Background: an optimization exercise with open tools, aiming at small area, a short achievable clock period and few clock cycles per item. Do not read the settings as production practice.
Function was not checked in any run shown here: the RTL went through the layout flow alone.

<file path="design/flow/run.sh">
#!/bin/bash
# synth_recipe.tcl (not shown) runs the flow's synth.tcl, then flattens the netlist and writes it again
# the make line also repeats each setting of config.mk as NAME=value (left out here)
make -C /OpenROAD-flow-scripts/flow DESIGN_CONFIG=/design/flow/config.mk WORK_HOME=/design/flow/orfs CLKGATE_MAP_FILE= SYNTH_SCRIPT=/design/flow/synth_recipe.tcl finish
</file>
<file path="design/flow/design.v">
package cordic_pkg;
    typedef enum logic [1:0] {
        IDLE,
        ITER,
        SCALE,
        DONE
    } state_e;
    localparam logic signed [31:0] PI     = 32'sh0003_243F;
    localparam logic signed [31:0] TWO_PI = 32'sh0006_487F;
    localparam logic        [31:0] K_INV  = 32'h0000_9B75;
    function automatic logic [31:0] atan_lut(input logic [3:0] idx);
        logic [31:0] val;
        case (idx)
            4'd0:    val = 32'h0000_C910;
            4'd1:    val = 32'h0000_76B2;
            4'd2:    val = 32'h0000_3EB7;
            4'd3:    val = 32'h0000_1FD6;
            4'd4:    val = 32'h0000_0FFB;
            4'd5:    val = 32'h0000_07FF;
            4'd6:    val = 32'h0000_0400;
            4'd7:    val = 32'h0000_0200;
            4'd8:    val = 32'h0000_0100;
            4'd9:    val = 32'h0000_0080;
            4'd10:   val = 32'h0000_0040;
            4'd11:   val = 32'h0000_0020;
            4'd12:   val = 32'h0000_0010;
            4'd13:   val = 32'h0000_0008;
            4'd14:   val = 32'h0000_0004;
            default: val = 32'h0000_0002;
        endcase
        atan_lut = val;
    endfunction
endpackage
module cordic_vec_stage #(
    parameter int IW = 34
) (
    input  logic signed [IW-1:0] x_in,
    input  logic signed [IW-1:0] y_in,
    input  logic signed [IW-1:0] z_in,
    input  logic        [3:0]    shift,
    input  logic signed [IW-1:0] atan_i,
    output logic signed [IW-1:0] x_out,
    output logic signed [IW-1:0] y_out,
    output logic signed [IW-1:0] z_out
);
    logic signed [IW-1:0] x_sh;
    logic signed [IW-1:0] y_sh;
    always_comb begin
        x_sh = x_in >>> shift;
        y_sh = y_in >>> shift;
        if (!y_in[IW-1]) begin
            x_out = x_in + y_sh;
            y_out = y_in - x_sh;
            z_out = z_in + atan_i;
        end else begin
            x_out = x_in - y_sh;
            y_out = y_in + x_sh;
            z_out = z_in - atan_i;
        end
    end
endmodule
module cordic_atan2 (
    input  logic        clk,
    input  logic        rst,
    input  logic        in_valid,
    output logic        in_ready,
    input  logic [31:0] in_x,
    input  logic [31:0] in_y,
    output logic        out_valid,
    input  logic        out_ready,
    output logic [31:0] out_angle,
    output logic [31:0] out_mag,
    output logic        out_zero
);
    logic run_q;
    logic [31:0] r0_x, r0_y;
    logic        r0_v;
    always_ff @(posedge clk) begin
        if (run_q) begin
            r0_x <= in_x;
            r0_y <= in_y;
        end
    end
    always_ff @(posedge clk) begin
        if (rst) r0_v <= 1'b0;
        else if (run_q) r0_v <= in_valid;
    end
    wire        fd_f  = r0_x[31];
    wire        fd_sy = r0_y[31];
    wire [32:0] fd_x = {1'b0, r0_x ^ {32{fd_f}}} + {32'b0, fd_f};
    wire [32:0] fd_y = {r0_y[31], r0_y} ^ {33{fd_f}};
    wire [32:0] fd_y0 = fd_y + {32'b0, fd_f};
    wire i0_d = ~fd_y0[32];   
    wire [32:0] i0_x = fd_x + (fd_y0[32:0] ^ {33{~i0_d}}) + {32'b0, ~i0_d};
    wire [33:0] i0_y = {{1{fd_y0[32]}}, fd_y0} + ({1'b0, fd_x[32:0]} ^ {34{i0_d}}) + {33'b0, i0_d};
    logic [32:0] r1_x;
    logic [0:0] r1_f;
    logic [0:0] r1_sy;
    logic [33:0] r1_y;
    logic [0:0] r1_b0;
    logic r1_v;
    always_ff @(posedge clk) begin
        if (run_q) begin
            r1_x <= i0_x;
            r1_f <= fd_f;
            r1_sy <= fd_sy;
            r1_y <= i0_y;
            r1_b0 <= i0_d;
        end
    end
    always_ff @(posedge clk) begin
        if (rst) r1_v <= 1'b0;
        else if (run_q) r1_v <= r0_v;
    end
    wire i1_d = ~r1_y[33];   
    wire [32:0] i1_ysh = r1_y[33:1];
    wire [32:0] i1_x = r1_x + (i1_ysh[32:0] ^ {33{~i1_d}}) + {32'b0, ~i1_d};
    wire [32:0] i1_y = r1_y[32:0] + ({1'b0, r1_x[32:1]} ^ {33{i1_d}}) + {32'b0, i1_d};
    logic [32:0] r2_x;
    logic [0:0] r2_f;
    logic [0:0] r2_sy;
    logic [0:0] r2_b0;
    logic [32:0] r2_y;
    logic [0:0] r2_b1;
    logic r2_v;
    always_ff @(posedge clk) begin
        if (run_q) begin
            r2_x <= i1_x;
            r2_f <= r1_f;
            r2_sy <= r1_sy;
            r2_b0 <= r1_b0;
            r2_y <= i1_y;
            r2_b1 <= i1_d;
        end
    end
    always_ff @(posedge clk) begin
        if (rst) r2_v <= 1'b0;
        else if (run_q) r2_v <= r1_v;
    end
    wire i2_d = ~r2_y[32];   
    wire [30:0] i2_ysh = r2_y[32:2];
    wire [32:0] i2_x = r2_x + ({{2{i2_ysh[30]}}, i2_ysh} ^ {33{~i2_d}}) + {32'b0, ~i2_d};
    wire [31:0] i2_y = r2_y[31:0] + ({1'b0, r2_x[32:2]} ^ {32{i2_d}}) + {31'b0, i2_d};
    logic [32:0] r3_x;
    logic [0:0] r3_f;
    logic [0:0] r3_sy;
    logic [0:0] r3_b0;
    logic [0:0] r3_b1;
    logic [31:0] r3_y;
    logic [0:0] r3_b2;
    logic r3_v;
    always_ff @(posedge clk) begin
        if (run_q) begin
            r3_x <= i2_x;
            r3_f <= r2_f;
            r3_sy <= r2_sy;
            r3_b0 <= r2_b0;
            r3_b1 <= r2_b1;
            r3_y <= i2_y;
            r3_b2 <= i2_d;
        end
    end
    always_ff @(posedge clk) begin
        if (rst) r3_v <= 1'b0;
        else if (run_q) r3_v <= r2_v;
    end
    wire i3_d = ~r3_y[31];   
    wire [28:0] i3_ysh = r3_y[31:3];
    wire [32:0] i3_x = r3_x + ({{4{i3_ysh[28]}}, i3_ysh} ^ {33{~i3_d}}) + {32'b0, ~i3_d};
    wire [30:0] i3_y = r3_y[30:0] + ({1'b0, r3_x[32:3]} ^ {31{i3_d}}) + {30'b0, i3_d};
    logic [32:0] r4_x;
    logic [0:0] r4_f;
    logic [0:0] r4_sy;
    logic [0:0] r4_b0;
    logic [0:0] r4_b1;
    logic [0:0] r4_b2;
    logic [30:0] r4_y;
    logic [0:0] r4_b3;
    logic r4_v;
    always_ff @(posedge clk) begin
        if (run_q) begin
            r4_x <= i3_x;
            r4_f <= r3_f;
            r4_sy <= r3_sy;
            r4_b0 <= r3_b0;
            r4_b1 <= r3_b1;
            r4_b2 <= r3_b2;
            r4_y <= i3_y;
            r4_b3 <= i3_d;
        end
    end
    always_ff @(posedge clk) begin
        if (rst) r4_v <= 1'b0;
        else if (run_q) r4_v <= r3_v;
    end
    wire i4_d = ~r4_y[30];   
    wire [26:0] i4_ysh = r4_y[30:4];
    wire [32:0] i4_x = r4_x + ({{6{i4_ysh[26]}}, i4_ysh} ^ {33{~i4_d}}) + {32'b0, ~i4_d};
    wire [29:0] i4_y = r4_y[29:0] + ({1'b0, r4_x[32:4]} ^ {30{i4_d}}) + {29'b0, i4_d};
    logic [32:0] r5_x;
    logic [0:0] r5_f;
    logic [0:0] r5_sy;
    logic [0:0] r5_b0;
    logic [0:0] r5_b1;
    logic [0:0] r5_b2;
    logic [0:0] r5_b3;
    logic [29:0] r5_y;
    logic [0:0] r5_b4;
    logic r5_v;
    always_ff @(posedge clk) begin
        if (run_q) begin
            r5_x <= i4_x;
            r5_f <= r4_f;
            r5_sy <= r4_sy;
            r5_b0 <= r4_b0;
            r5_b1 <= r4_b1;
            r5_b2 <= r4_b2;
            r5_b3 <= r4_b3;
            r5_y <= i4_y;
            r5_b4 <= i4_d;
        end
    end
    always_ff @(posedge clk) begin
        if (rst) r5_v <= 1'b0;
        else if (run_q) r5_v <= r4_v;
    end
    wire i5_d = ~r5_y[29];   
    wire [24:0] i5_ysh = r5_y[29:5];
    wire [32:0] i5_x = r5_x + ({{8{i5_ysh[24]}}, i5_ysh} ^ {33{~i5_d}}) + {32'b0, ~i5_d};
    wire [28:0] i5_y = r5_y[28:0] + ({1'b0, r5_x[32:5]} ^ {29{i5_d}}) + {28'b0, i5_d};
    logic [32:0] r6_x;
    logic [0:0] r6_f;
    logic [0:0] r6_sy;
    logic [0:0] r6_b0;
    logic [0:0] r6_b1;
    logic [0:0] r6_b2;
    logic [0:0] r6_b3;
    logic [0:0] r6_b4;
    logic [28:0] r6_y;
    logic [0:0] r6_b5;
    logic r6_v;
    always_ff @(posedge clk) begin
        if (run_q) begin
            r6_x <= i5_x;
            r6_f <= r5_f;
            r6_sy <= r5_sy;
            r6_b0 <= r5_b0;
            r6_b1 <= r5_b1;
            r6_b2 <= r5_b2;
            r6_b3 <= r5_b3;
            r6_b4 <= r5_b4;
            r6_y <= i5_y;
            r6_b5 <= i5_d;
        end
    end
    always_ff @(posedge clk) begin
        if (rst) r6_v <= 1'b0;
        else if (run_q) r6_v <= r5_v;
    end
    wire i6_d = ~r6_y[28];   
    wire [22:0] i6_ysh = r6_y[28:6];
    wire [32:0] i6_x = r6_x + ({{10{i6_ysh[22]}}, i6_ysh} ^ {33{~i6_d}}) + {32'b0, ~i6_d};
    wire [27:0] i6_y = r6_y[27:0] + ({1'b0, r6_x[32:6]} ^ {28{i6_d}}) + {27'b0, i6_d};
    logic [32:0] r7_x;
    logic [0:0] r7_f;
    logic [0:0] r7_sy;
    logic [0:0] r7_b0;
    logic [0:0] r7_b1;
    logic [0:0] r7_b2;
    logic [0:0] r7_b3;
    logic [0:0] r7_b4;
    logic [0:0] r7_b5;
    logic [27:0] r7_y;
    logic [0:0] r7_b6;
    logic r7_v;
    always_ff @(posedge clk) begin
        if (run_q) begin
            r7_x <= i6_x;
            r7_f <= r6_f;
            r7_sy <= r6_sy;
            r7_b0 <= r6_b0;
            r7_b1 <= r6_b1;
            r7_b2 <= r6_b2;
            r7_b3 <= r6_b3;
            r7_b4 <= r6_b4;
            r7_b5 <= r6_b5;
            r7_y <= i6_y;
            r7_b6 <= i6_d;
        end
    end
    always_ff @(posedge clk) begin
        if (rst) r7_v <= 1'b0;
        else if (run_q) r7_v <= r6_v;
    end
    wire i7_d = ~r7_y[27];   
    wire [20:0] i7_ysh = r7_y[27:7];
    wire [32:0] i7_x = r7_x + ({{12{i7_ysh[20]}}, i7_ysh} ^ {33{~i7_d}}) + {32'b0, ~i7_d};
    wire [26:0] i7_y = r7_y[26:0] + ({1'b0, r7_x[32:7]} ^ {27{i7_d}}) + {26'b0, i7_d};
    logic [32:0] r8_x;
    logic [0:0] r8_f;
    logic [0:0] r8_sy;
    logic [0:0] r8_b0;
    logic [0:0] r8_b1;
    logic [0:0] r8_b2;
    logic [0:0] r8_b3;
    logic [0:0] r8_b4;
    logic [0:0] r8_b5;
    logic [0:0] r8_b6;
    logic [26:0] r8_y;
    logic [0:0] r8_b7;
    logic r8_v;
    always_ff @(posedge clk) begin
        if (run_q) begin
            r8_x <= i7_x;
            r8_f <= r7_f;
            r8_sy <= r7_sy;
            r8_b0 <= r7_b0;
            r8_b1 <= r7_b1;
            r8_b2 <= r7_b2;
            r8_b3 <= r7_b3;
            r8_b4 <= r7_b4;
            r8_b5 <= r7_b5;
            r8_b6 <= r7_b6;
            r8_y <= i7_y;
            r8_b7 <= i7_d;
        end
    end
    always_ff @(posedge clk) begin
        if (rst) r8_v <= 1'b0;
        else if (run_q) r8_v <= r7_v;
    end
    wire i8_d = ~r8_y[26];   
    wire [18:0] i8_ysh = r8_y[26:8];
    wire [32:0] i8_x = r8_x + ({{14{i8_ysh[18]}}, i8_ysh} ^ {33{~i8_d}}) + {32'b0, ~i8_d};
    wire [25:0] i8_y = r8_y[25:0] + ({1'b0, r8_x[32:8]} ^ {26{i8_d}}) + {25'b0, i8_d};
    logic [32:0] r9_x;
    logic [0:0] r9_f;
    logic [0:0] r9_sy;
    logic [0:0] r9_b0;
    logic [0:0] r9_b1;
    logic [0:0] r9_b2;
    logic [0:0] r9_b3;
    logic [0:0] r9_b4;
    logic [0:0] r9_b5;
    logic [0:0] r9_b6;
    logic [0:0] r9_b7;
    logic [25:0] r9_y;
    logic [0:0] r9_b8;
    logic r9_v;
    always_ff @(posedge clk) begin
        if (run_q) begin
            r9_x <= i8_x;
            r9_f <= r8_f;
            r9_sy <= r8_sy;
            r9_b0 <= r8_b0;
            r9_b1 <= r8_b1;
            r9_b2 <= r8_b2;
            r9_b3 <= r8_b3;
            r9_b4 <= r8_b4;
            r9_b5 <= r8_b5;
            r9_b6 <= r8_b6;
            r9_b7 <= r8_b7;
            r9_y <= i8_y;
            r9_b8 <= i8_d;
        end
    end
    always_ff @(posedge clk) begin
        if (rst) r9_v <= 1'b0;
        else if (run_q) r9_v <= r8_v;
    end
    wire i9_d = ~r9_y[25];   
    wire [16:0] i9_ysh = r9_y[25:9];
    wire [32:0] i9_x = r9_x + ({{16{i9_ysh[16]}}, i9_ysh} ^ {33{~i9_d}}) + {32'b0, ~i9_d};
    wire [24:0] i9_y = r9_y[24:0] + ({1'b0, r9_x[32:9]} ^ {25{i9_d}}) + {24'b0, i9_d};
    logic [32:0] r10_x;
    logic [0:0] r10_f;
    logic [0:0] r10_sy;
    logic [0:0] r10_b0;
    logic [0:0] r10_b1;
    logic [0:0] r10_b2;
    logic [0:0] r10_b3;
    logic [0:0] r10_b4;
    logic [0:0] r10_b5;
    logic [0:0] r10_b6;
    logic [0:0] r10_b7;
    logic [0:0] r10_b8;
    logic [24:0] r10_y;
    logic [0:0] r10_b9;
    logic r10_v;
    always_ff @(posedge clk) begin
        if (run_q) begin
            r10_x <= i9_x;
            r10_f <= r9_f;
            r10_sy <= r9_sy;
            r10_b0 <= r9_b0;
            r10_b1 <= r9_b1;
            r10_b2 <= r9_b2;
            r10_b3 <= r9_b3;
            r10_b4 <= r9_b4;
            r10_b5 <= r9_b5;
            r10_b6 <= r9_b6;
            r10_b7 <= r9_b7;
            r10_b8 <= r9_b8;
            r10_y <= i9_y;
            r10_b9 <= i9_d;
        end
    end
    always_ff @(posedge clk) begin
        if (rst) r10_v <= 1'b0;
        else if (run_q) r10_v <= r9_v;
    end
    wire i10_d = ~r10_y[24];   
    wire [14:0] i10_ysh = r10_y[24:10];
    wire [32:0] i10_x = r10_x + ({{18{i10_ysh[14]}}, i10_ysh} ^ {33{~i10_d}}) + {32'b0, ~i10_d};
    wire [23:0] i10_y = r10_y[23:0] + ({1'b0, r10_x[32:10]} ^ {24{i10_d}}) + {23'b0, i10_d};
    logic [32:0] r11_x;
    logic [0:0] r11_f;
    logic [0:0] r11_sy;
    logic [0:0] r11_b0;
    logic [0:0] r11_b1;
    logic [0:0] r11_b2;
    logic [0:0] r11_b3;
    logic [0:0] r11_b4;
    logic [0:0] r11_b5;
    logic [0:0] r11_b6;
    logic [0:0] r11_b7;
    logic [0:0] r11_b8;
    logic [0:0] r11_b9;
    logic [23:0] r11_y;
    logic [0:0] r11_b10;
    logic r11_v;
    always_ff @(posedge clk) begin
        if (run_q) begin
            r11_x <= i10_x;
            r11_f <= r10_f;
            r11_sy <= r10_sy;
            r11_b0 <= r10_b0;
            r11_b1 <= r10_b1;
            r11_b2 <= r10_b2;
            r11_b3 <= r10_b3;
            r11_b4 <= r10_b4;
            r11_b5 <= r10_b5;
            r11_b6 <= r10_b6;
            r11_b7 <= r10_b7;
            r11_b8 <= r10_b8;
            r11_b9 <= r10_b9;
            r11_y <= i10_y;
            r11_b10 <= i10_d;
        end
    end
    always_ff @(posedge clk) begin
        if (rst) r11_v <= 1'b0;
        else if (run_q) r11_v <= r10_v;
    end
    wire i11_d = ~r11_y[23];   
    wire [12:0] i11_ysh = r11_y[23:11];
    wire [32:0] i11_x = r11_x + ({{20{i11_ysh[12]}}, i11_ysh} ^ {33{~i11_d}}) + {32'b0, ~i11_d};
    wire [22:0] i11_y = r11_y[22:0] + ({1'b0, r11_x[32:11]} ^ {23{i11_d}}) + {22'b0, i11_d};
    logic [32:0] r12_x;
    logic [0:0] r12_f;
    logic [0:0] r12_sy;
    logic [0:0] r12_b0;
    logic [0:0] r12_b1;
    logic [0:0] r12_b2;
    logic [0:0] r12_b3;
    logic [0:0] r12_b4;
    logic [0:0] r12_b5;
    logic [0:0] r12_b6;
    logic [0:0] r12_b7;
    logic [0:0] r12_b8;
    logic [0:0] r12_b9;
    logic [0:0] r12_b10;
    logic [22:0] r12_y;
    logic [0:0] r12_b11;
    logic r12_v;
    always_ff @(posedge clk) begin
        if (run_q) begin
            r12_x <= i11_x;
            r12_f <= r11_f;
            r12_sy <= r11_sy;
            r12_b0 <= r11_b0;
            r12_b1 <= r11_b1;
            r12_b2 <= r11_b2;
            r12_b3 <= r11_b3;
            r12_b4 <= r11_b4;
            r12_b5 <= r11_b5;
            r12_b6 <= r11_b6;
            r12_b7 <= r11_b7;
            r12_b8 <= r11_b8;
            r12_b9 <= r11_b9;
            r12_b10 <= r11_b10;
            r12_y <= i11_y;
            r12_b11 <= i11_d;
        end
    end
    always_ff @(posedge clk) begin
        if (rst) r12_v <= 1'b0;
        else if (run_q) r12_v <= r11_v;
    end
    wire i12_d = ~r12_y[22];   
    wire [10:0] i12_ysh = r12_y[22:12];
    wire [32:0] i12_x = r12_x + ({{22{i12_ysh[10]}}, i12_ysh} ^ {33{~i12_d}}) + {32'b0, ~i12_d};
    wire [21:0] i12_y = r12_y[21:0] + ({1'b0, r12_x[32:12]} ^ {22{i12_d}}) + {21'b0, i12_d};
    logic [32:0] r13_x;
    logic [0:0] r13_f;
    logic [0:0] r13_sy;
    logic [0:0] r13_b0;
    logic [0:0] r13_b1;
    logic [0:0] r13_b2;
    logic [0:0] r13_b3;
    logic [0:0] r13_b4;
    logic [0:0] r13_b5;
    logic [0:0] r13_b6;
    logic [0:0] r13_b7;
    logic [0:0] r13_b8;
    logic [0:0] r13_b9;
    logic [0:0] r13_b10;
    logic [0:0] r13_b11;
    logic [21:0] r13_y;
    logic [0:0] r13_b12;
    logic r13_v;
    always_ff @(posedge clk) begin
        if (run_q) begin
            r13_x <= i12_x;
            r13_f <= r12_f;
            r13_sy <= r12_sy;
            r13_b0 <= r12_b0;
            r13_b1 <= r12_b1;
            r13_b2 <= r12_b2;
            r13_b3 <= r12_b3;
            r13_b4 <= r12_b4;
            r13_b5 <= r12_b5;
            r13_b6 <= r12_b6;
            r13_b7 <= r12_b7;
            r13_b8 <= r12_b8;
            r13_b9 <= r12_b9;
            r13_b10 <= r12_b10;
            r13_b11 <= r12_b11;
            r13_y <= i12_y;
            r13_b12 <= i12_d;
        end
    end
    always_ff @(posedge clk) begin
        if (rst) r13_v <= 1'b0;
        else if (run_q) r13_v <= r12_v;
    end
    wire i13_d = ~r13_y[21];   
    wire [8:0] i13_ysh = r13_y[21:13];
    wire [32:0] i13_x = r13_x + ({{24{i13_ysh[8]}}, i13_ysh} ^ {33{~i13_d}}) + {32'b0, ~i13_d};
    wire [20:0] i13_y = r13_y[20:0] + ({1'b0, r13_x[32:13]} ^ {21{i13_d}}) + {20'b0, i13_d};
    logic [32:0] r14_x;
    logic [0:0] r14_f;
    logic [0:0] r14_sy;
    logic [0:0] r14_b0;
    logic [0:0] r14_b1;
    logic [0:0] r14_b2;
    logic [0:0] r14_b3;
    logic [0:0] r14_b4;
    logic [0:0] r14_b5;
    logic [0:0] r14_b6;
    logic [0:0] r14_b7;
    logic [0:0] r14_b8;
    logic [0:0] r14_b9;
    logic [0:0] r14_b10;
    logic [0:0] r14_b11;
    logic [0:0] r14_b12;
    logic [20:0] r14_y;
    logic [0:0] r14_b13;
    logic r14_v;
    always_ff @(posedge clk) begin
        if (run_q) begin
            r14_x <= i13_x;
            r14_f <= r13_f;
            r14_sy <= r13_sy;
            r14_b0 <= r13_b0;
            r14_b1 <= r13_b1;
            r14_b2 <= r13_b2;
            r14_b3 <= r13_b3;
            r14_b4 <= r13_b4;
            r14_b5 <= r13_b5;
            r14_b6 <= r13_b6;
            r14_b7 <= r13_b7;
            r14_b8 <= r13_b8;
            r14_b9 <= r13_b9;
            r14_b10 <= r13_b10;
            r14_b11 <= r13_b11;
            r14_b12 <= r13_b12;
            r14_y <= i13_y;
            r14_b13 <= i13_d;
        end
    end
    always_ff @(posedge clk) begin
        if (rst) r14_v <= 1'b0;
        else if (run_q) r14_v <= r13_v;
    end
    wire i14_d = ~r14_y[20];   
    wire [6:0] i14_ysh = r14_y[20:14];
    wire [32:0] i14_x = r14_x + ({{26{i14_ysh[6]}}, i14_ysh} ^ {33{~i14_d}}) + {32'b0, ~i14_d};
    wire [19:0] i14_y = r14_y[19:0] + ({1'b0, r14_x[32:14]} ^ {20{i14_d}}) + {19'b0, i14_d};
    logic [32:0] r15_x;
    logic [0:0] r15_f;
    logic [0:0] r15_sy;
    logic [0:0] r15_b0;
    logic [0:0] r15_b1;
    logic [0:0] r15_b2;
    logic [0:0] r15_b3;
    logic [0:0] r15_b4;
    logic [0:0] r15_b5;
    logic [0:0] r15_b6;
    logic [0:0] r15_b7;
    logic [0:0] r15_b8;
    logic [0:0] r15_b9;
    logic [0:0] r15_b10;
    logic [0:0] r15_b11;
    logic [0:0] r15_b12;
    logic [0:0] r15_b13;
    logic [19:0] r15_y;
    logic [0:0] r15_b14;
    logic r15_v;
    always_ff @(posedge clk) begin
        if (run_q) begin
            r15_x <= i14_x;
            r15_f <= r14_f;
            r15_sy <= r14_sy;
            r15_b0 <= r14_b0;
            r15_b1 <= r14_b1;
            r15_b2 <= r14_b2;
            r15_b3 <= r14_b3;
            r15_b4 <= r14_b4;
            r15_b5 <= r14_b5;
            r15_b6 <= r14_b6;
            r15_b7 <= r14_b7;
            r15_b8 <= r14_b8;
            r15_b9 <= r14_b9;
            r15_b10 <= r14_b10;
            r15_b11 <= r14_b11;
            r15_b12 <= r14_b12;
            r15_b13 <= r14_b13;
            r15_y <= i14_y;
            r15_b14 <= i14_d;
        end
    end
    always_ff @(posedge clk) begin
        if (rst) r15_v <= 1'b0;
        else if (run_q) r15_v <= r14_v;
    end
    wire i15_d = ~r15_y[19];   
    wire [4:0] i15_ysh = r15_y[19:15];
    wire [32:0] i15_x = r15_x + ({{28{i15_ysh[4]}}, i15_ysh} ^ {33{~i15_d}}) + {32'b0, ~i15_d};
    logic [32:0] r16_x;
    logic [0:0] r16_f;
    logic [0:0] r16_sy;
    logic [0:0] r16_b0;
    logic [0:0] r16_b1;
    logic [0:0] r16_b2;
    logic [0:0] r16_b3;
    logic [0:0] r16_b4;
    logic [0:0] r16_b5;
    logic [0:0] r16_b6;
    logic [0:0] r16_b7;
    logic [0:0] r16_b8;
    logic [0:0] r16_b9;
    logic [0:0] r16_b10;
    logic [0:0] r16_b11;
    logic [0:0] r16_b12;
    logic [0:0] r16_b13;
    logic [0:0] r16_b14;
    logic [0:0] r16_b15;
    logic r16_v;
    always_ff @(posedge clk) begin
        if (run_q) begin
            r16_x <= i15_x;
            r16_f <= r15_f;
            r16_sy <= r15_sy;
            r16_b0 <= r15_b0;
            r16_b1 <= r15_b1;
            r16_b2 <= r15_b2;
            r16_b3 <= r15_b3;
            r16_b4 <= r15_b4;
            r16_b5 <= r15_b5;
            r16_b6 <= r15_b6;
            r16_b7 <= r15_b7;
            r16_b8 <= r15_b8;
            r16_b9 <= r15_b9;
            r16_b10 <= r15_b10;
            r16_b11 <= r15_b11;
            r16_b12 <= r15_b12;
            r16_b13 <= r15_b13;
            r16_b14 <= r15_b14;
            r16_b15 <= i15_d;
        end
    end
    always_ff @(posedge clk) begin
        if (rst) r16_v <= 1'b0;
        else if (run_q) r16_v <= r15_v;
    end
    wire m1_zero = (r16_x == 33'd0);
    wire [48:0] m1_t15_u = {16'b0, r16_x};
    wire [48:0] m1_t15 = {m1_t15_u[33:0], 15'b0};
    wire [48:0] m1_t13_u = {16'b0, r16_x};
    wire [48:0] m1_t13 = {m1_t13_u[35:0], 13'b0};
    wire [48:0] m1_t10_u = {16'b0, ~r16_x};
    wire [48:0] m1_t10 = {m1_t10_u[38:0], 10'b0};
    wire [48:0] m1_t7_u = {16'b0, ~r16_x};
    wire [48:0] m1_t7 = {m1_t7_u[41:0], 7'b0};
    wire [48:0] m1_t4_u = {16'b0, ~r16_x};
    wire [48:0] m1_t4 = {m1_t4_u[44:0], 4'b0};
    wire [48:0] m1_t2_u = {16'b0, r16_x};
    wire [48:0] m1_t2 = {m1_t2_u[46:0], 2'b0};
    wire [48:0] m1_t0_u = {16'b0, r16_x};
    wire [48:0] m1_t0 = m1_t0_u;
    wire [48:0] m1_mc_l0_0_s = m1_t15 ^ m1_t13 ^ m1_t10;
    wire [48:0] m1_mc_l0_0_m = (m1_t15 & m1_t13) | (m1_t15 & m1_t10) | (m1_t13 & m1_t10);
    wire [48:0] m1_mc_l0_0_c = {m1_mc_l0_0_m[47:0], 1'b0};
    wire [48:0] m1_mc_l0_1_s = m1_t7 ^ m1_t4 ^ m1_t2;
    wire [48:0] m1_mc_l0_1_m = (m1_t7 & m1_t4) | (m1_t7 & m1_t2) | (m1_t4 & m1_t2);
    wire [48:0] m1_mc_l0_1_c = {m1_mc_l0_1_m[47:0], 1'b0};
    wire [48:0] m1_mc_l1_0_s = m1_mc_l0_0_s ^ m1_mc_l0_0_c ^ m1_mc_l0_1_s;
    wire [48:0] m1_mc_l1_0_m = (m1_mc_l0_0_s & m1_mc_l0_0_c) | (m1_mc_l0_0_s & m1_mc_l0_1_s) | (m1_mc_l0_0_c & m1_mc_l0_1_s);
    wire [48:0] m1_mc_l1_0_c = {m1_mc_l1_0_m[47:0], 1'b0};
    wire [48:0] m1_mc_l1_1_s = m1_mc_l0_1_c ^ m1_t0 ^ 49'h1f6e000008490;
    wire [48:0] m1_mc_l1_1_m = (m1_mc_l0_1_c & m1_t0) | (m1_mc_l0_1_c & 49'h1f6e000008490) | (m1_t0 & 49'h1f6e000008490);
    wire [48:0] m1_mc_l1_1_c = {m1_mc_l1_1_m[47:0], 1'b0};
    wire [48:0] m1_mc_l2_0_s = m1_mc_l1_0_s ^ m1_mc_l1_0_c ^ m1_mc_l1_1_s;
    wire [48:0] m1_mc_l2_0_m = (m1_mc_l1_0_s & m1_mc_l1_0_c) | (m1_mc_l1_0_s & m1_mc_l1_1_s) | (m1_mc_l1_0_c & m1_mc_l1_1_s);
    wire [48:0] m1_mc_l2_0_c = {m1_mc_l2_0_m[47:0], 1'b0};
    wire [48:0] m1_mc_l3_0_s = m1_mc_l2_0_s ^ m1_mc_l2_0_c ^ m1_mc_l1_1_c;
    wire [48:0] m1_mc_l3_0_m = (m1_mc_l2_0_s & m1_mc_l2_0_c) | (m1_mc_l2_0_s & m1_mc_l1_1_c) | (m1_mc_l2_0_c & m1_mc_l1_1_c);
    wire [48:0] m1_mc_l3_0_c = {m1_mc_l3_0_m[47:0], 1'b0};
    wire [19:0] m1_zlo = {8'b0, r16_b6, r16_b7, r16_b8, r16_b9, r16_b10, r16_b11, r16_b12, r16_b13, r16_b14, r16_b15, 2'b00};
    wire [19:0] m1_zc_l0_0_s = 20'he41b9 ^ ({20{r16_b0}} & 20'h19220) ^ ({20{r16_b1}} & 20'hed64);
    wire [19:0] m1_zc_l0_0_m = (20'he41b9 & ({20{r16_b0}} & 20'h19220)) | (20'he41b9 & ({20{r16_b1}} & 20'hed64)) | (({20{r16_b0}} & 20'h19220) & ({20{r16_b1}} & 20'hed64));
    wire [19:0] m1_zc_l0_0_c = {m1_zc_l0_0_m[18:0], 1'b0};
    wire [19:0] m1_zc_l0_1_s = ({20{r16_b2}} & 20'h7d6e) ^ ({20{r16_b3}} & 20'h3fac) ^ ({20{r16_b4}} & 20'h1ff6);
    wire [19:0] m1_zc_l0_1_m = (({20{r16_b2}} & 20'h7d6e) & ({20{r16_b3}} & 20'h3fac)) | (({20{r16_b2}} & 20'h7d6e) & ({20{r16_b4}} & 20'h1ff6)) | (({20{r16_b3}} & 20'h3fac) & ({20{r16_b4}} & 20'h1ff6));
    wire [19:0] m1_zc_l0_1_c = {m1_zc_l0_1_m[18:0], 1'b0};
    wire [19:0] m1_zc_l1_0_s = m1_zc_l0_0_s ^ m1_zc_l0_0_c ^ m1_zc_l0_1_s;
    wire [19:0] m1_zc_l1_0_m = (m1_zc_l0_0_s & m1_zc_l0_0_c) | (m1_zc_l0_0_s & m1_zc_l0_1_s) | (m1_zc_l0_0_c & m1_zc_l0_1_s);
    wire [19:0] m1_zc_l1_0_c = {m1_zc_l1_0_m[18:0], 1'b0};
    wire [19:0] m1_zc_l1_1_s = m1_zc_l0_1_c ^ ({20{r16_b5}} & 20'hffe) ^ m1_zlo;
    wire [19:0] m1_zc_l1_1_m = (m1_zc_l0_1_c & ({20{r16_b5}} & 20'hffe)) | (m1_zc_l0_1_c & m1_zlo) | (({20{r16_b5}} & 20'hffe) & m1_zlo);
    wire [19:0] m1_zc_l1_1_c = {m1_zc_l1_1_m[18:0], 1'b0};
    wire [19:0] m1_zc_l2_0_s = m1_zc_l1_0_s ^ m1_zc_l1_0_c ^ m1_zc_l1_1_s;
    wire [19:0] m1_zc_l2_0_m = (m1_zc_l1_0_s & m1_zc_l1_0_c) | (m1_zc_l1_0_s & m1_zc_l1_1_s) | (m1_zc_l1_0_c & m1_zc_l1_1_s);
    wire [19:0] m1_zc_l2_0_c = {m1_zc_l2_0_m[18:0], 1'b0};
    wire [19:0] m1_zc_l3_0_s = m1_zc_l2_0_s ^ m1_zc_l2_0_c ^ m1_zc_l1_1_c;
    wire [19:0] m1_zc_l3_0_m = (m1_zc_l2_0_s & m1_zc_l2_0_c) | (m1_zc_l2_0_s & m1_zc_l1_1_c) | (m1_zc_l2_0_c & m1_zc_l1_1_c);
    wire [19:0] m1_zc_l3_0_c = {m1_zc_l3_0_m[18:0], 1'b0};
    wire [19:0] m1_theta = m1_zc_l3_0_s + m1_zc_l3_0_c;
    logic [48:0] r17_ms;
    logic [48:0] r17_mc;
    logic [19:0] r17_theta;
    logic [0:0] r17_zero;
    logic [0:0] r17_f;
    logic [0:0] r17_sy;
    logic r17_v;
    always_ff @(posedge clk) begin
        if (run_q) begin
            r17_ms <= m1_mc_l3_0_s;
            r17_mc <= m1_mc_l3_0_c;
            r17_theta <= m1_theta;
            r17_zero <= m1_zero;
            r17_f <= r16_f;
            r17_sy <= r16_sy;
        end
    end
    always_ff @(posedge clk) begin
        if (rst) r17_v <= 1'b0;
        else if (run_q) r17_v <= r16_v;
    end
    wire [48:0] m2_s = r17_ms + r17_mc;
    wire        m2_sat = m2_s[48] | m2_s[47];
    wire [30:0] m2_mag = m2_sat ? 31'h7FFF_FFFF : m2_s[46:16];
    wire        m2_pos = ~r17_theta[19] & (|r17_theta);
    logic [19:0] m2_off;
    always_comb begin
        if (!r17_f)            m2_off = 20'h0;
        else if (r17_sy) m2_off = m2_pos ? 20'hcdbc1 : 20'h32440;
        else              m2_off = m2_pos ? 20'hcdbc0 : 20'h3243f;
    end
    wire [19:0] m2_ang = r17_theta + m2_off;
    wire [31:0] m2_angle = r17_zero ? 32'h0 : {{12{m2_ang[19]}}, m2_ang};
    logic        ov_q, sv_q;
    logic [31:0] oa_q, om_q, sa_q, sm_q;
    logic        oz_q, sz_q;
    wire push = run_q & r17_v;
    wire pop  = ov_q & out_ready;
    logic ov_d, sv_d;
    always_comb begin
        if (ov_q & ~pop) begin
            ov_d = 1'b1;
            sv_d = sv_q | push;
        end else begin
            ov_d = sv_q | push;
            sv_d = 1'b0;
        end
    end
    always_ff @(posedge clk) begin
        if (rst) begin
            ov_q  <= 1'b0;
            sv_q  <= 1'b0;
            run_q <= 1'b1;
        end else begin
            ov_q  <= ov_d;
            sv_q  <= sv_d;
            run_q <= ~sv_d;
        end
    end
    always_ff @(posedge clk) begin
        if (~sv_q) begin
            sa_q <= m2_angle;
            sm_q <= {1'b0, m2_mag};
            sz_q <= r17_zero;
        end
    end
    always_ff @(posedge clk) begin
        if (out_ready | ~ov_q) begin
            oa_q <= sv_q ? sa_q : m2_angle;
            om_q <= sv_q ? sm_q : {1'b0, m2_mag};
            oz_q <= sv_q ? sz_q : r17_zero;
        end
    end
    assign in_ready  = run_q;
    assign out_valid = ov_q;
    assign out_angle = oa_q;
    assign out_mag   = om_q;
    assign out_zero  = oz_q;
endmodule
</file>
<file path="design/flow/config.mk">
export PLATFORM = sky130hd
export DESIGN_NAME = cordic_atan2
export DESIGN_NICKNAME = cordic_atan2
export VERILOG_FILES = /design/flow/design.v
export SDC_FILE = /design/flow/constraint.sdc
export NUM_CORES = 4
export LEC_CHECK = 0
export CAP_MARGIN = 20
export CORE_MARGIN = 2
export CORE_UTILIZATION = 40
export SLEW_MARGIN = 20
</file>
<file path="design/flow/constraint.sdc">
create_clock -name core_clock -period 10.0 [get_ports {clk}]
set_input_delay 2.0000 -clock core_clock [delete_from_list [all_inputs] [get_ports {clk}]]
set_output_delay 2.0000 -clock core_clock [all_outputs]
set_load 0.01 [all_outputs]
</file>
==> flow_metrics.py, run 1 <==
metrics = {
    "status": {
        "status": "no timing/DRC/antenna violations",
    },
    "grt": {
        "gr-total-overflow": 0,
        "grt_first_pass_wirelength_mm": 340.7,
        "grt_start_max_net_pins": 141,
        "antenna_found_initial": 5,
        "grt_use_total": 0.1745,
        "grt_pass1_vias": 62990,
    },
    "critical_path": {
        "crit_buf_inv": 2,
        "cp_common_cell": "o21ai_0",
        "crit_family": "compound AO/OA/AOI/OAI gates",
        "crit_path_max_fanout": 48,
        "slowest_stage": "edfxtp_1",
        "cp-start-kind": "flop",
        "worst-setup-path-type": "reg2reg",
        "cp_slowest_stage_delay_ns": 0.99,
        "end_kind": "flop",
        "required_ns": 10.54,
        "cp_data_arrival_time_ns": 7.38,
        "path_cells": "buf_12 > or4b_1 > o22a_1 > nor4_4 > a21oi_4 > inv_2 > a21o_1 > o21ai_0 > fa_1 > nor2b_1 > o21ai_0 > a21boi_0 > o21a_1 > a2bb2oi_1 > a221o_1 > a41oi_1 > o311ai_0 > a21oi_1 > nor2_1 > a211oi_1",
    },
    "timing": {
        "hold_viol": 0,
        "worst_pin_slew_ns": 1.065,
        "setup_viol": 0,
        "setup_slack_ns": 3.161,
        "finalCritPeriodShare": 0.6839,
        "slew_violations": 0,
        "rsz0062_at_grt": "no",
        "finClkSkew_ns": 0.05761,
        "slew_headroom": 0.2900,
        "max_freq_mhz": 146.2,
        "min_period_ns": 6.839,
    },
    "cts": {
        "cts_tree": "built",
        "cts_resized": 0,
        "cts.root.buffer_cell": "clkbuf_16",
        "cts.clk_slew.worst_paths_ns": 0.06,
        "cts.sinks": 1413,
        "cts_buffers": 165,
        "post_cts_buffers": 0,
        "holdBufCountCts": 0,
        "clk_path_buf_depth": 3,
        "clk_latency_ns": 0.85,
        "htree_levels": 4,
    },
    "synth": {
        "syn_inst": 8453,
        "yosysSeqAreaShare": 0.4382,
        "syn-cell-area_um2": 94870,
        "ys.flop_type": "edfxtp_1",
        "synth_seq_cells": 1413,
        "yosysUniqueCellTypes": 98,
        "syn_nets": 9577,
        "synth_edf_count": 1327,
        "synth-async-reset-ratio": 0,
        "synth_warnings": 1,
        "syn_avg_cell_area_um2": 11.22,
    },
    "placed_design": {
        "gp_congestion": 0.8670,
        "hpwl_mm": 166.9,
        "port_buffers": 134,
        "pre_cts_ws_ns": 3.151,
        "placed_area_um2": 99940,
    },
    "floorplan": {
        "io_pins": 135,
        "core_area_um2": 235600,
        "die_x_um": 491.0,
        "die_h_um": 491.0,
        "start_util": 0.4026,
        "die-area_um2": 241100,
        "fp-row-count": 178,
    },
    "run": {
        "drv_cap": 0,
    },
    "min_path": {
        "hold_class": "reg2reg",
    },
    "final_layout": {
        "syn_to_final_growth_pct": 11.54,
        "layout_common_cells": "edfxtp_1 (1327), xnor2_1 (1022), ha_1 (854)",
        "final_area_um2": 105800,
        "nNetsFinal": 9758,
        "mostFrequentLayoutCell": "edfxtp_1",
        "drive_gt1_frac": 0.04652,
    },
    "drt": {
        "drc_errors": 0,
        "ant_nets": 0,
        "vias": 62730,
        "drt-initial-drc-count": 3631,
        "drt-total-wl_mm": 214.6,
        "firstDrtPassIters": 6,
        "drt-vias-per-instance": 5.259,
        "avgRoutedWirePerCell_um": 17.99,
    },
}
cell families (layout without fill, tap and decap cells):
family | after synthesis | in the layout | share of synthesized area
compound gates | 1868 | 1868 | 0.1303
mux | 58 | 58 | 0.006343
flops | 1413 | 1413 | 0.4382
other cells | 0 | 7 | 0
buf+inv | 630 | 948 | 0.02511
xor+xnor | 1605 | 1605 | 0.1482
fa+ha+maj | 1058 | 1058 | 0.1555
simple gates | 1821 | 1821 | 0.09650
registers in the layout, summed over array words and instances (netlist names), 33 cells and up:
| name | cells |
|---|---|
| r15_x | 33 |
| r9_x | 33 |
| r1_y | 34 |
| r8_x | 33 |
| r17_ms | 45 |
| r5_x | 33 |
| r14_x | 33 |
| r4_x | 33 |
| r17_mc | 45 |
| r16_x | 33 |
| r1_x | 33 |
| r7_x | 33 |
| r12_x | 33 |
| r3_x | 33 |
| r13_x | 33 |
| r11_x | 33 |
| r2_x | 33 |
| r10_x | 33 |
| r6_x | 33 |
| r2_y | 33 |
worst paths after layout:
kind              startpoint  endpoint  slack (ns)  cells past startpoint
setup / recovery    r0_x[31]  r1_y[32]        3.16                     20
hold / removal         r11_f     r12_f        0.39                      0
setup reg to reg    r0_x[31]  r1_y[32]        3.16                     20
hold reg to reg        r11_f     r12_f        0.39                      0
cells in the mapped netlist, types with 84 or more instances:
library cell,number,area share
o21ai_0,252,0.013
clkbuf_1,104,0.0041
o21a_1,110,0.0087
o21bai_1,137,0.011
inv_1,462,0.018
a21oi_1,569,0.030
xor2_1,583,0.054
nand3_1,187,0.0099
ha_1,854,0.11
a21o_1,262,0.021
nand2b_1,103,0.0068
nand2_1,398,0.016
nor3_1,147,0.0078
nor2_1,463,0.018
edfxtp_1,1327,0.42
and3_1,102,0.0067
nor2b_1,84,0.0055
xnor2_1,1022,0.094
fa_1,202,0.043
dfxtp_1,86,0.018
through the flow:
| stage | std cells | util | hold WS, ns | TNS (ns) |
|---|---|---|---|---|
| 6_report | 11930 | 0.4491 | 0.3939 | 0 |
| 3_5_place_dp | 11620 | 0.4241 | 0.4045 | 0 |
| 2_1_floorplan | 8453 | - | 0.4003 | -0.6263 |
| 3_3_place_gp | 11620 | 0.4241 | 0.4006 | 0 |
| 5_1_grt | 11930 | 0.4491 | 0.3956 | 0 |
| 4_1_cts | 11920 | 0.4490 | 0.3986 | 0 |
routing by layer:
layer / up-vias / routed length (µm) / global-route usage
met1: 30090 / 92500 / 0.2157
met2: 1149 / 106700 / 0.3097
li1: 31130 / - / -
met5: - / 0 / 0
met3: 363 / 7585 / 0.02260
met4: 0 / 7735 / 0.06396
area by class of cell:
class,count,area [µm²]
Clock inverter,113,1476
Antenna cell,7,17.52
Tap cell,3150,3941
Multi-Input combinational cell,6410,50960
Timing Repair Buffer,181,1732
Inverter,463,1738
Clock buffer,191,4388
Fill cell,21860,129800
Sequential cell,1413,41570
==> run 2: changes to the inputs <==
--- a/design/flow/config.mk
+++ b/design/flow/config.mk
@@ -8,4 +8,5 @@
 export CAP_MARGIN = 20
 export CORE_MARGIN = 2
 export CORE_UTILIZATION = 40
+export SETUP_SLACK_MARGIN = 5
 export SLEW_MARGIN = 20
==> flow_metrics.py, run 2 <==
metrics = {
    "synth": {
        "syn_nets": 9577,
        "syn_inst": 8453,
        "netlist_top_cells_count": "edfxtp_1 (1327), xnor2_1 (1022), ha_1 (854)",
        "yosysUniqueCellTypes": 98,
        "yosysSeqAreaShare": 0.4382,
        "synth-async-reset-ratio": 0,
        "synth_edf_count": 1327,
        "yosys.area.top_type": "edfxtp_1",
        "syn_avg_cell_area_um2": 11.22,
        "syn-cell-area_um2": 94870,
        "synth_most_common_cell": "edfxtp_1",
        "synth_seq_cells": 1413,
        "synth.top_cell.area_share": 0.4200,
        "yosys-top-cells-area": "edfxtp_1 (42%), ha_1 (11%), xnor2_1 (9.4%), xor2_1 (5.4%), fa_1 (4.3%)",
        "synth_warnings": 1,
        "ys.flop_type": "edfxtp_1",
    },
    "floorplan": {
        "io_pins": 135,
        "core_area_um2": 235600,
        "die_x_um": 491.0,
        "start_util": 0.4026,
        "die-area_um2": 241100,
        "die_h_um": 491.0,
        "fp-row-count": 178,
    },
    "critical_path": {
        "end_kind": "flop",
        "required_ns": 10.55,
        "path_cells": "inv_2 > fa_2 > fa_1 > xor2_1 > fa_1 > inv_2 > ha_4 > fa_2 > a21o_1 > a21oi_2 > o21bai_1 > a21oi_2 > o21bai_1 > a21oi_2 > nor2b_1 > o311a_1 > o41a_1 > a311oi_2 > mux2_4",
        "timing.critical_path.to": "r17_theta[19]",
        "crit_path_max_fanout": 3,
        "crit_family": "adder cells",
        "slowest_stage": "fa_1",
        "rr_worst_depth": 19,
        "cp_num_cells": 19,
        "cp_slowest_stage_delay_ns": 0.54,
        "cp_data_arrival_time_ns": 5.68,
        "timing.rr.start": "r16_b3",
        "critPathLaunch": "r16_b3",
        "crit_buf_inv": 2,
        "r2r_end": "r17_theta[19]",
        "cp_common_cell": "a21oi_2",
        "rrSetupSlack_ns": 4.87,
        "cp-start-kind": "flop",
        "worst-setup-path-type": "reg2reg",
    },
    "run": {
        "drv_cap": 0,
    },
    "timing": {
        "setup_viol": 0,
        "worst_pin_slew_ns": 1.284,
        "slew_violations": 0,
        "hold_viol": 0,
        "slew_headroom": 0.1441,
        "hold_ws_ns": 0.3804,
        "rsz0062_at_grt": "yes",
        "max_freq_mhz": 194.9,
        "min_period_ns": 5.130,
        "finClkSkew_ns": 0.06674,
        "finalCritPeriodShare": 0.5130,
    },
    "final_layout": {
        "final_area_um2": 107100,
        "drive_gt1_frac": 0.06606,
        "layoutNonFillerInstCount": 11990,
        "layout_common_cells": "edfxtp_1 (1327), xnor2_1 (1011), ha_1 (838)",
        "syn_to_final_growth_pct": 12.86,
        "top_regs": "r17_mc x45, r17_ms x45, r1_y x34",
        "mostFrequentLayoutCell": "edfxtp_1",
        "final_core_util": 0.4544,
        "nNetsFinal": 9831,
    },
    "placed_design": {
        "place_inst": 11620,
        "port_buffers": 134,
        "gp_congestion": 0.8754,
        "placed_area_um2": 99950,
        "hpwl_mm": 165.5,
    },
    "drt": {
        "firstDrtPassIters": 6,
        "drt-total-wl_mm": 216.5,
        "avgRoutedWirePerCell_um": 18.05,
        "vias": 63100,
        "drt-initial-drc-count": 3529,
        "ant_nets": 0,
        "drc_errors": 0,
        "drt-vias-per-instance": 5.261,
    },
    "cts": {
        "cts.root.buffer_cell": "clkbuf_16",
        "htree_levels": 4,
        "cts_buffers": 162,
        "cts_tree": "built",
        "clk_latency_ns": 0.83,
        "holdBufCountCts": 0,
        "clk_path_buf_depth": 3,
        "cts.sinks": 1413,
        "cts.clk_slew.worst_paths_ns": 0.06,
    },
    "min_path": {
        "hold_class": "reg2reg",
        "holdPathStages": 0,
    },
    "grt": {
        "gr-total-overflow": 0,
        "grt_start_max_net_pins": 179,
        "grt_first_pass_wirelength_mm": 340.5,
        "grt_use_total": 0.1747,
        "grt_pass1_vias": 63470,
        "antenna_found_initial": 2,
    },
    "status": {
        "status": "no timing/DRC/antenna violations",
    },
}
[run 2: final cells by class]
cell class | count | area (µm²)
tap | 3150 | 3941
fill | 21800 | 128600
inverter | 463 | 1773
sequential | 1413 | 41570
antenna | 3 | 7.507
clock inverter | 105 | 1297
multi-input combinational | 6410 | 51660
timing repair buffer | 257 | 2539
clock buffer | 192 | 4282
[run 2: per-layer routing]
layer  GRT usage  part of all wire
met1      0.2127              0.43
met2      0.3131              0.50
met4     0.06536             0.036
met5           0                 0
met3     0.02308             0.034
[run 2: logic make-up after synthesis]
kind of cell / after synthesis / synth area share
mux: 58 / 0.006343
simple gates: 1821 / 0.09650
buf+inv: 630 / 0.02511
xor+xnor: 1605 / 0.1482
flops: 1413 / 0.4382
compound gates: 1868 / 0.1303
fa+ha+maj: 1058 / 0.1555
[run 2: worst min-delay path by stage]
stage,from,to
floorplan,r9_b0,r10_b0
global placement,r4_b1,r5_b1
detailed placement,r9_f,r10_f
CTS,r3_b2,r4_b2
global route,r3_b2,r4_b2
finish,r3_b2,r4_b2
[run 2: what timing repair did]
action,in CTS,in global routing
setup buffers,33,38
cloned,3,3
pin swaps,21,59
gates resized for setup,69,127
setup endpoints to repair,60,51
[run 2: per-stage QoR]
stage                     setup slack, ns  TNS [ns]
after floorplan                   -0.6263   -0.6263
final                               4.870         0
after global routing                4.631         0
after detailed placement            3.343         0
after CTS                           4.826         0
after global placement              3.366         0
==> run 3: changes to the inputs <==
--- a/design/flow/design.v
+++ b/design/flow/design.v
@@ -73,26 +73,31 @@
     output logic        out_zero
 );
     logic run_q;
-    logic [31:0] r0_x, r0_y;
-    logic        r0_v;
+    wire        fd_f  = in_x[31];
+    wire        fd_sy = in_y[31];
+    wire [32:0] fd_x = {1'b0, in_x ^ {32{fd_f}}} + {32'b0, fd_f};
+    wire [32:0] fd_y = {in_y[31], in_y} ^ {33{fd_f}};
+    wire [32:0] fd_y0 = fd_y + {32'b0, fd_f};
+    logic [32:0] r0_x;
+    logic [32:0] r0_y;
+    logic [0:0] r0_f;
+    logic [0:0] r0_sy;
+    logic r0_v;
     always_ff @(posedge clk) begin
         if (run_q) begin
-            r0_x <= in_x;
-            r0_y <= in_y;
+            r0_x <= fd_x;
+            r0_y <= fd_y0;
+            r0_f <= fd_f;
+            r0_sy <= fd_sy;
         end
     end
     always_ff @(posedge clk) begin
         if (rst) r0_v <= 1'b0;
         else if (run_q) r0_v <= in_valid;
     end
-    wire        fd_f  = r0_x[31];
-    wire        fd_sy = r0_y[31];
-    wire [32:0] fd_x = {1'b0, r0_x ^ {32{fd_f}}} + {32'b0, fd_f};
-    wire [32:0] fd_y = {r0_y[31], r0_y} ^ {33{fd_f}};
-    wire [32:0] fd_y0 = fd_y + {32'b0, fd_f};
-    wire i0_d = ~fd_y0[32];   
-    wire [32:0] i0_x = fd_x + (fd_y0[32:0] ^ {33{~i0_d}}) + {32'b0, ~i0_d};
-    wire [33:0] i0_y = {{1{fd_y0[32]}}, fd_y0} + ({1'b0, fd_x[32:0]} ^ {34{i0_d}}) + {33'b0, i0_d};
+    wire i0_d = ~r0_y[32];   
+    wire [32:0] i0_x = r0_x + (r0_y[32:0] ^ {33{~i0_d}}) + {32'b0, ~i0_d};
+    wire [33:0] i0_y = {{1{r0_y[32]}}, r0_y} + ({1'b0, r0_x[32:0]} ^ {34{i0_d}}) + {33'b0, i0_d};
     logic [32:0] r1_x;
     logic [0:0] r1_f;
     logic [0:0] r1_sy;
@@ -102,8 +107,8 @@
     always_ff @(posedge clk) begin
         if (run_q) begin
             r1_x <= i0_x;
-            r1_f <= fd_f;
-            r1_sy <= fd_sy;
+            r1_f <= r0_f;
+            r1_sy <= r0_sy;
             r1_y <= i0_y;
             r1_b0 <= i0_d;
         end
@@ -727,28 +732,43 @@
     wire [48:0] m1_mc_l3_0_s = m1_mc_l2_0_s ^ m1_mc_l2_0_c ^ m1_mc_l1_1_c;
     wire [48:0] m1_mc_l3_0_m = (m1_mc_l2_0_s & m1_mc_l2_0_c) | (m1_mc_l2_0_s & m1_mc_l1_1_c) | (m1_mc_l2_0_c & m1_mc_l1_1_c);
     wire [48:0] m1_mc_l3_0_c = {m1_mc_l3_0_m[47:0], 1'b0};
+    wire [16:0] m1_lo = {1'b0, m1_mc_l3_0_s[15:0]} + {1'b0, m1_mc_l3_0_c[15:0]};
+    logic [19:0] m1_ta;
+    always_comb begin
+        case ({r16_b2, r16_b1, r16_b0})
+            3'd0: m1_ta = 20'he41b9;
+            3'd1: m1_ta = 20'hfd3d9;
+            3'd2: m1_ta = 20'hf2f1d;
+            3'd3: m1_ta = 20'hc13d;
+            3'd4: m1_ta = 20'hebf27;
+            3'd5: m1_ta = 20'h5147;
+            3'd6: m1_ta = 20'hfac8b;
+            3'd7: m1_ta = 20'h13eab;
+            default: m1_ta = '0;
+        endcase
+    end
+    logic [19:0] m1_tb;
+    always_comb begin
+        case ({r16_b5, r16_b4, r16_b3})
+            3'd0: m1_tb = 20'h0;
+            3'd1: m1_tb = 20'h3fac;
+            3'd2: m1_tb = 20'h1ff6;
+            3'd3: m1_tb = 20'h5fa2;
+            3'd4: m1_tb = 20'hffe;
+            3'd5: m1_tb = 20'h4faa;
+            3'd6: m1_tb = 20'h2ff4;
+            3'd7: m1_tb = 20'h6fa0;
+            default: m1_tb = '0;
+        endcase
+    end
     wire [19:0] m1_zlo = {8'b0, r16_b6, r16_b7, r16_b8, r16_b9, r16_b10, r16_b11, r16_b12, r16_b13, r16_b14, r16_b15, 2'b00};
-    wire [19:0] m1_zc_l0_0_s = 20'he41b9 ^ ({20{r16_b0}} & 20'h19220) ^ ({20{r16_b1}} & 20'hed64);
-    wire [19:0] m1_zc_l0_0_m = (20'he41b9 & ({20{r16_b0}} & 20'h19220)) | (20'he41b9 & ({20{r16_b1}} & 20'hed64)) | (({20{r16_b0}} & 20'h19220) & ({20{r16_b1}} & 20'hed64));
+    wire [19:0] m1_zc_l0_0_s = m1_ta ^ m1_tb ^ m1_zlo;
+    wire [19:0] m1_zc_l0_0_m = (m1_ta & m1_tb) | (m1_ta & m1_zlo) | (m1_tb & m1_zlo);
     wire [19:0] m1_zc_l0_0_c = {m1_zc_l0_0_m[18:0], 1'b0};
-    wire [19:0] m1_zc_l0_1_s = ({20{r16_b2}} & 20'h7d6e) ^ ({20{r16_b3}} & 20'h3fac) ^ ({20{r16_b4}} & 20'h1ff6);
-    wire [19:0] m1_zc_l0_1_m = (({20{r16_b2}} & 20'h7d6e) & ({20{r16_b3}} & 20'h3fac)) | (({20{r16_b2}} & 20'h7d6e) & ({20{r16_b4}} & 20'h1ff6)) | (({20{r16_b3}} & 20'h3fac) & ({20{r16_b4}} & 20'h1ff6));
-    wire [19:0] m1_zc_l0_1_c = {m1_zc_l0_1_m[18:0], 1'b0};
-    wire [19:0] m1_zc_l1_0_s = m1_zc_l0_0_s ^ m1_zc_l0_0_c ^ m1_zc_l0_1_s;
-    wire [19:0] m1_zc_l1_0_m = (m1_zc_l0_0_s & m1_zc_l0_0_c) | (m1_zc_l0_0_s & m1_zc_l0_1_s) | (m1_zc_l0_0_c & m1_zc_l0_1_s);
-    wire [19:0] m1_zc_l1_0_c = {m1_zc_l1_0_m[18:0], 1'b0};
-    wire [19:0] m1_zc_l1_1_s = m1_zc_l0_1_c ^ ({20{r16_b5}} & 20'hffe) ^ m1_zlo;
-    wire [19:0] m1_zc_l1_1_m = (m1_zc_l0_1_c & ({20{r16_b5}} & 20'hffe)) | (m1_zc_l0_1_c & m1_zlo) | (({20{r16_b5}} & 20'hffe) & m1_zlo);
-    wire [19:0] m1_zc_l1_1_c = {m1_zc_l1_1_m[18:0], 1'b0};
-    wire [19:0] m1_zc_l2_0_s = m1_zc_l1_0_s ^ m1_zc_l1_0_c ^ m1_zc_l1_1_s;
-    wire [19:0] m1_zc_l2_0_m = (m1_zc_l1_0_s & m1_zc_l1_0_c) | (m1_zc_l1_0_s & m1_zc_l1_1_s) | (m1_zc_l1_0_c & m1_zc_l1_1_s);
-    wire [19:0] m1_zc_l2_0_c = {m1_zc_l2_0_m[18:0], 1'b0};
-    wire [19:0] m1_zc_l3_0_s = m1_zc_l2_0_s ^ m1_zc_l2_0_c ^ m1_zc_l1_1_c;
-    wire [19:0] m1_zc_l3_0_m = (m1_zc_l2_0_s & m1_zc_l2_0_c) | (m1_zc_l2_0_s & m1_zc_l1_1_c) | (m1_zc_l2_0_c & m1_zc_l1_1_c);
-    wire [19:0] m1_zc_l3_0_c = {m1_zc_l3_0_m[18:0], 1'b0};
-    wire [19:0] m1_theta = m1_zc_l3_0_s + m1_zc_l3_0_c;
-    logic [48:0] r17_ms;
-    logic [48:0] r17_mc;
+    wire [19:0] m1_theta = m1_zc_l0_0_s + m1_zc_l0_0_c;
+    logic [32:0] r17_ms;
+    logic [32:0] r17_mc;
+    logic [0:0] r17_mci;
     logic [19:0] r17_theta;
     logic [0:0] r17_zero;
     logic [0:0] r17_f;
@@ -756,8 +776,9 @@
     logic r17_v;
     always_ff @(posedge clk) begin
         if (run_q) begin
-            r17_ms <= m1_mc_l3_0_s;
-            r17_mc <= m1_mc_l3_0_c;
+            r17_ms <= m1_mc_l3_0_s[48:16];
+            r17_mc <= m1_mc_l3_0_c[48:16];
+            r17_mci <= m1_lo[16];
             r17_theta <= m1_theta;
             r17_zero <= m1_zero;
             r17_f <= r16_f;
@@ -768,9 +789,9 @@
         if (rst) r17_v <= 1'b0;
         else if (run_q) r17_v <= r16_v;
     end
-    wire [48:0] m2_s = r17_ms + r17_mc;
-    wire        m2_sat = m2_s[48] | m2_s[47];
-    wire [30:0] m2_mag = m2_sat ? 31'h7FFF_FFFF : m2_s[46:16];
+    wire [32:0] m2_s = r17_ms + r17_mc + {32'b0, r17_mci};
+    wire        m2_sat = m2_s[32] | m2_s[31];
+    wire [30:0] m2_mag = m2_sat ? 31'h7FFF_FFFF : m2_s[30:0];
     wire        m2_pos = ~r17_theta[19] & (|r17_theta);
     logic [19:0] m2_off;
     always_comb begin
==> design/flow/flow/run.sh (new file) <==
#!/bin/bash
# Standard ORFS layout, with timing repair aimed at a tighter setup margin.
set -euo pipefail
bash standard.sh SETUP_SLACK_MARGIN=6.5 finish > make_finish.log 2>&1
==> design/flow/standard.sh (new file) <==
#!/bin/bash
# synth_recipe.tcl (not shown) runs the flow's synth.tcl, then flattens the netlist and writes it again
# the make line also repeats each setting of config.mk as NAME=value (left out here)
make -C /OpenROAD-flow-scripts/flow DESIGN_CONFIG=/design/flow/config.mk WORK_HOME=/design/flow/orfs CLKGATE_MAP_FILE= SYNTH_SCRIPT=/design/flow/synth_recipe.tcl "${@:-finish}"
--- a/design/flow/config.mk
+++ b/design/flow/config.mk
@@ -8,5 +8,4 @@
 export CAP_MARGIN = 20
 export CORE_MARGIN = 2
 export CORE_UTILIZATION = 40
-export SETUP_SLACK_MARGIN = 5
 export SLEW_MARGIN = 20
removed: design/flow/run.sh
==> flow_metrics.py, run 3 <==
metrics = {
    "timing": {
        "worst_pin_slew_ns": 1.060,
        "rsz0062_at_grt": "yes",
        "max_freq_mhz": 255.1,
        "setup_slack_ns": 6.079,
        "finalCritPeriodShare": 0.3921,
        "setup_tns_ns": 0,
        "finClkSkew_ns": 0.04714,
        "min_period_ns": 3.921,
        "setup_viol": 0,
        "hold_viol": 0,
        "slew_violations": 0,
        "slew_headroom": 0.2934,
    },
    "drt": {
        "drt-initial-drc-count": 3064,
        "avgRoutedWirePerCell_um": 19.60,
        "drt-vias-per-instance": 5.295,
        "vias": 66380,
        "drt-total-wl_mm": 245.7,
        "drc_errors": 0,
        "firstDrtPassIters": 5,
        "ant_nets": 0,
    },
    "synth": {
        "yosys-top-cells-area": "edfxtp_1 (42%), ha_1 (11%), xnor2_1 (9.1%), xor2_1 (5.6%), fa_1 (3.9%)",
        "syn-cell-area_um2": 94440,
        "synth_seq_cells": 1416,
        "syn_inst": 8464,
        "synth-async-reset-ratio": 0,
        "synth_warnings": 1,
        "syn_nets": 9555,
        "yosys.area.top_type": "edfxtp_1",
        "syn_avg_cell_area_um2": 11.16,
        "synth_most_common_cell": "edfxtp_1",
        "ys.flop_type": "edfxtp_1",
        "yosysUniqueCellTypes": 109,
        "synth_edf_count": 1307,
        "netlist_top_cells_count": "edfxtp_1 (1307), xnor2_1 (986), ha_1 (840)",
        "yosysSeqAreaShare": 0.4387,
        "synth.top_cell.area_share": 0.4156,
    },
    "critical_path": {
        "cp_data_arrival_time_ns": 4.48,
        "worst-setup-path-type": "reg2reg",
        "slowest_stage": "o21ai_1",
        "crit_buf_inv": 6,
        "path_cells": "buf_6 > buf_6 > buf_8 > buf_16 > buf_8 > buf_4 > xor2_1 > ha_1 > a21oi_1 > o21ai_1 > nand2b_1 > o31a_1 > a21oi_2 > a21oi_4 > a21oi_2 > a21oi_2 > nand3_1 > xnor2_1",
        "cp_slowest_stage_delay_ns": 0.49,
        "required_ns": 10.56,
        "cp-start-kind": "flop",
        "crit_path_max_fanout": 7,
        "end_kind": "flop",
        "crit_family": "compound AO/OA/AOI/OAI gates",
        "cp_common_cell": "a21oi_2",
    },
    "final_layout": {
        "regMostFlops": "r1_y",
        "mostFrequentLayoutCell": "edfxtp_1",
        "nNetsFinal": 10330,
        "syn_to_final_growth_pct": 23.97,
        "drive_gt1_frac": 0.1971,
        "layout_common_cells": "edfxtp_1 (1307), xnor2_1 (920), ha_1 (762)",
        "largest_register_ffs": 34,
        "n_fill_cell": 20550,
    },
    "grt": {
        "grt_use_total": 0.1929,
        "grt_start_max_net_pins": 163,
        "gr-total-overflow": 0,
        "grt_first_pass_wirelength_mm": 369.2,
        "antenna_found_initial": 1,
        "grt_pass1_vias": 67960,
    },
    "status": {
        "status": "no timing/DRC/antenna violations",
    },
    "cts": {
        "holdBufCountCts": 0,
        "clk_path_buf_depth": 3,
        "htree_levels": 4,
        "cts_tree": "built",
        "cts.root.buffer_cell": "clkbuf_16",
        "cts_buffers": 170,
        "cts.clk_slew.worst_paths_ns": 0.06,
        "cts.sinks": 1416,
        "clk_latency_ns": 0.84,
    },
    "placed_design": {
        "hpwl_mm": 172.2,
        "gp_congestion": 0.9492,
        "pre_cts_ws_ns": 4.403,
        "port_buffers": 134,
    },
    "floorplan": {
        "start_util": 0.4019,
        "core_area_um2": 235000,
        "die_h_um": 489.9,
        "fp-row-count": 178,
        "die_x_um": 489.9,
        "io_pins": 135,
        "die-area_um2": 240000,
    },
    "run": {
        "drv_cap": 0,
    },
    "min_path": {
        "hold_class": "reg2reg",
    },
}
==> run 3: per-stage QoR <==
step / instances / utilization / hold WS (ns) / area, µm²
global route: 12540 / 0.4983 / 0.4124 / 117100
detailed placement: 11640 / 0.4239 / 0.4045 / 99600
CTS: 12240 / 0.4746 / 0.3985 / 111500
floorplan: 8464 / - / 0.4003 / 94550
global placement: 11640 / 0.4239 / 0.4009 / 99600
finish: 12540 / 0.4983 / 0.3955 / 117100
==> run 3: cell type report <==
| type | instances | area (µm²) | area share |
|---|---|---|---|
| multi-input cells | 6440 | 56270 | 0.4806 |
| clock inverters | 109 | 1338 | 0.01142 |
| well taps | 3150 | 3941 | 0.03366 |
| flip-flops and latches | 1416 | 41440 | 0.3539 |
| clock buffers | 207 | 4528 | 0.03867 |
| diodes | 1 | 2.502 | 0.00002137 |
| inverters | 448 | 1687 | 0.01441 |
| repair buffers | 764 | 7876 | 0.06727 |
==> run 3: path summary, 6_finish.rpt <==
kind                               start       end  slack (ns)  depth (start not counted)
worst max-delay path            r2_y[32]  r3_x[32]        6.08                         18
worst min-delay path              r10_b5    r11_b5        0.40                          0
worst max register to register  r2_y[32]  r3_x[32]        6.08                         18
worst min register to register    r10_b5    r11_b5        0.40                          0
==> run 3: cells by family after synthesis <==
| kind of cell | synth area share |
|---|---|
| simple gates | 0.09728 |
| xor+xnor | 0.1482 |
| fa+ha+maj | 0.1501 |
| mux | 0.006863 |
| buf+inv | 0.02467 |
| flops | 0.4387 |
| compound gates | 0.1342 |
==> run 3: timing repair <==
action | 4_1_cts | 5_1_grt
endpoints found under the setup margin | 1118 | 643
buffers inserted | 247 | 286
pin swaps | 313 | 454
cloned | 35 | 11
gates resized for setup | 950 | 645
==> run 3: per-layer routing <==
metal	up-vias	wire length, µm	GRT usage
met1	32050	86970	0.1914
met4	0	15840	0.1094
met5	-	0	0
li1	32380	-	-
met3	666	6562	0.02339
met2	1278	136300	0.3812

-- separate check: timing with driven ports --
How much do the figures lean on ideal ports? The routed layouts below were timed once more, with nothing changed but the port constraints. Step 1 assumes that a clkbuf_16 drives the clock port and a buf_2 every other input. Step 2 moves the port delays by t, midway between the first and last clock arrival at a register: inputs arrive t later, outputs are due t later. That takes back most of the time a late clock gives input paths. Three values: ideal ports, drivers, drivers and shift; two values: the first two.
| run | shift t [ns] | setup WS [ns] | hold WS [ns] | worst setup path at the end | worst register clock-pin slew, ns |
|---|---|---|---|---|---|
| run 1 | 0.911 | 3.161 / 3.161 / 3.161 | 0.394 / 0.394 / 0.394 | register to register | 0.07 / 0.07 |
| run 2 | 0.892 | 4.870 / 4.870 / 4.870 | 0.380 / 0.380 / 0.380 | register to register | 0.06 / 0.06 |
| run 3 | 0.914 | 6.079 / 6.079 / 5.504 | 0.396 / 0.396 / 0.396 | input to register | 0.07 / 0.07 |
After both steps setup and hold are still met in every run listed. The setup slack of run 3, which loses most, moves by 0.000 ns with the drivers and by -0.575 ns with both steps.
